This design comes from an exercise in tuning for small area, a short achievable clock period and few clock cycles per item on the open sky130 flow, not from production work.
RTL that was checked went through simulation tests only; none was proved equivalent to the original.

==> flow/design.v (excerpt) <==
module ifft_core #(
    parameter int N     = 16,
    parameter int LOG2N = 4,
    parameter int DW    = 8,
    parameter int TW    = 8
) (
    input  logic          clk,
    input  logic          rst,
    input  logic          in_valid,
    output logic          in_ready,
    input  logic [DW-1:0] in_re,
    input  logic [DW-1:0] in_im,
    output logic          out_valid,
    input  logic          out_ready,
    output logic [DW-1:0] out_re,
    output logic [DW-1:0] out_im,
    output logic          out_last,
    output logic          busy
);
Settings: LEC_CHECK=0, CAP_MARGIN=20, CORE_MARGIN=2, CORE_UTILIZATION=25, PLACE_DENSITY=0.45, SLEW_MARGIN=20; clock period 15.0 ns.
standard.sh (not shown) runs the stock make flow with config.mk's settings and CLKGATE_MAP_FILE= SYNTH_SCRIPT=/design/flow/synth_recipe.tcl, a recipe that flattens the netlist after the stock synthesis.
==> flow/flow/run.sh <==
#!/bin/bash
# Standard layout, with timing repair asked to leave SETUP_SLACK_MARGIN ns of
# setup slack at the design's clock (so it works towards a shorter period),
# and a clock tree of smaller buffers without dummy balancing loads.
# The synthesis is the standard one, unchanged. Each step's output goes to a log here.
set -euo pipefail
MARGIN=$(cat flow/margin.txt)
CTS="$(cat flow/cts_args.txt)"
bash standard.sh synth > synth.log 2>&1
bash standard.sh SETUP_SLACK_MARGIN="$MARGIN" CTS_ARGS="$CTS" finish > layout.log 2>&1
==> flow/flow/cts_args.txt <==
-sink_clustering_enable -repair_clock_nets -dont_use_dummy_load -sink_clustering_size 24 -buf_list sky130_fd_sc_hd__clkbuf_8
==> flow/flow/margin.txt <==
11.0
Then changed:
==> flow/flow/margin.txt (replaced) <==
10.75
What happened: Global-route usage drops by 0.36 points.
No functional check of the RTL was part of any run of this note.


ifft_core, a different RTL version from the one above (not shown whole).
For scale: roughly 610 flip-flops, ~40 I/O pins, about 34000 um2 of cells after synthesis.
## ifft_core
module ifft_core #(
    parameter int N     = 16,
    parameter int LOG2N = 4,
    parameter int DW    = 8,
    parameter int TW    = 8
) (
    input  logic          clk,
    input  logic          rst,
    input  logic          in_valid,
    output logic          in_ready,
    input  logic [DW-1:0] in_re,
    input  logic [DW-1:0] in_im,
    output logic          out_valid,
    input  logic          out_ready,
    output logic [DW-1:0] out_re,
    output logic [DW-1:0] out_im,
    output logic          out_last,
    output logic          busy
);
    localparam int C_X03  = 0;    
    localparam int C_S0   = 1;    
    localparam int C_X12  = 2;    
    localparam int C_S1   = 3;    
    localparam int C_K1   = 4;    
    localparam int C_MA2  = 5;    
    localparam int C_H2   = 6;    
    localparam int C_KQ2  = 7;    
    localparam int C_KR2  = 8;    
    localparam int C_S2   = 9;    
    localparam int C_H3   = 10;   
    localparam int C_K3   = 11;   
    localparam int C_S3   = 14;   
    localparam int C_OLST = 15;   
    localparam int C_OSEL = 16;   
    localparam int NC     = 17;
    function automatic logic [NC-1:0] ctl(input logic [3:0] n);
        logic [3:0] t0, m12, t1, t2a, t2m, t2, t3m, t3;
        t0  = n - 4'd7;
        m12 = n - 4'd9;
        t1  = n - 4'd11;
        t2a = n - 4'd14;
        t2m = n - 4'd15;
        t2  = n - 4'd16;
        t3m = n - 4'd22;
        t3  = n - 4'd23;
        ctl = '0;
  ...
clock: 15.0 ns
lec_check: 0
cap_margin: 20
core_margin: 2
core_utilization: 25
place_density: 0.45
slew_margin: 20
==> flow/flow/cts_args.txt <==
-sink_clustering_enable -repair_clock_nets -dont_use_dummy_load -sink_clustering_size 12 -sink_clustering_max_diameter 80 -buf_list {sky130_fd_sc_hd__clkbuf_4 sky130_fd_sc_hd__clkbuf_16}
==> flow/flow/margin.txt <==
10.6
Scripts as last shown in full above: flow/flow/run.sh
The baseline finished clean.
Testbench counts at the start, summed over its fixed seeds: cycles 4,360, frames 256.
==> next run, changes <==
==> flow/flow/cts_args.txt (replaced) <==
-sink_clustering_enable -repair_clock_nets -dont_use_dummy_load -sink_clustering_size 10 -sink_clustering_max_diameter 60 -buf_list sky130_fd_sc_hd__clkbuf_4
Final area decreases by 2.1%.
Non-clock buffer count is unchanged.
Area after synthesis does not change.
Setup slack gets worse by 0.16 ns.
Hold slack gets worse by 0.044 ns.
==> next run, changes <==
==> flow/flow/cts_args.txt (replaced) <==
-sink_clustering_enable -repair_clock_nets -dont_use_dummy_load -sink_clustering_size 24 -buf_list sky130_fd_sc_hd__clkbuf_8
PLACE_DENSITY = 0.6   (was 0.45)
Maximum frequency rises by 2.8%.
Core utilization rises by 0.25 points.
Area after synthesis stays the same.
Design area rises by 0.89%.
Non-clock buffer count falls by 18.
Wire length falls by 8.3%.
==> next run, changes <==
==> flow/flow/cts_args.txt (replaced) <==
-sink_clustering_enable -repair_clock_nets -dont_use_dummy_load -sink_clustering_size 16 -sink_clustering_max_diameter 120 -buf_list sky130_fd_sc_hd__clkbuf_8
PLACE_DENSITY = 0.45   (was 0.6)
Effect:
- hold slack is about the same
- final cell count falls slightly
- design area falls slightly
- synthesized area does not change

## re-timing with driven ports
The results above use ideal ports. As a check the final layouts listed here were re-extracted and re-timed, cells and wires unchanged.
Step 1: set_driving_cell puts a clkbuf_16 on clk and a buf_2 on each other input, an assumption about the parent block.
Step 2 adds t to the input delays and takes it off the output delays; t is the mean of the earliest and latest rising clock arrival at the registers after step 1. Input paths then give back, and output paths get back, about the clock's delay inside the block.
Three values: no drivers, after step 1, after step 2; two values: the first two.
run	shift t [ns]	setup slack, ns	cell pins on the clock port's net
the first run of note 1	0.795	10.538 / 10.477 / 10.286	1
the second run of note 1	0.799	10.538 / 10.538 / 10.147	1
the first run of note 2	0.701	10.489 / 10.489 / 10.074	1
the second run of note 2	0.985	10.331 / 10.266 / 9.771	1
the third run of note 2	0.778	10.459 / 10.459 / 10.086	1
the fourth run of note 2	0.724	10.486 / 10.420 / 10.103	1
After both steps every run listed still meets setup and hold. The setup slack of the second run of note 2, which loses most, moves by -0.065 ns with the drivers and by -0.560 ns with both steps.
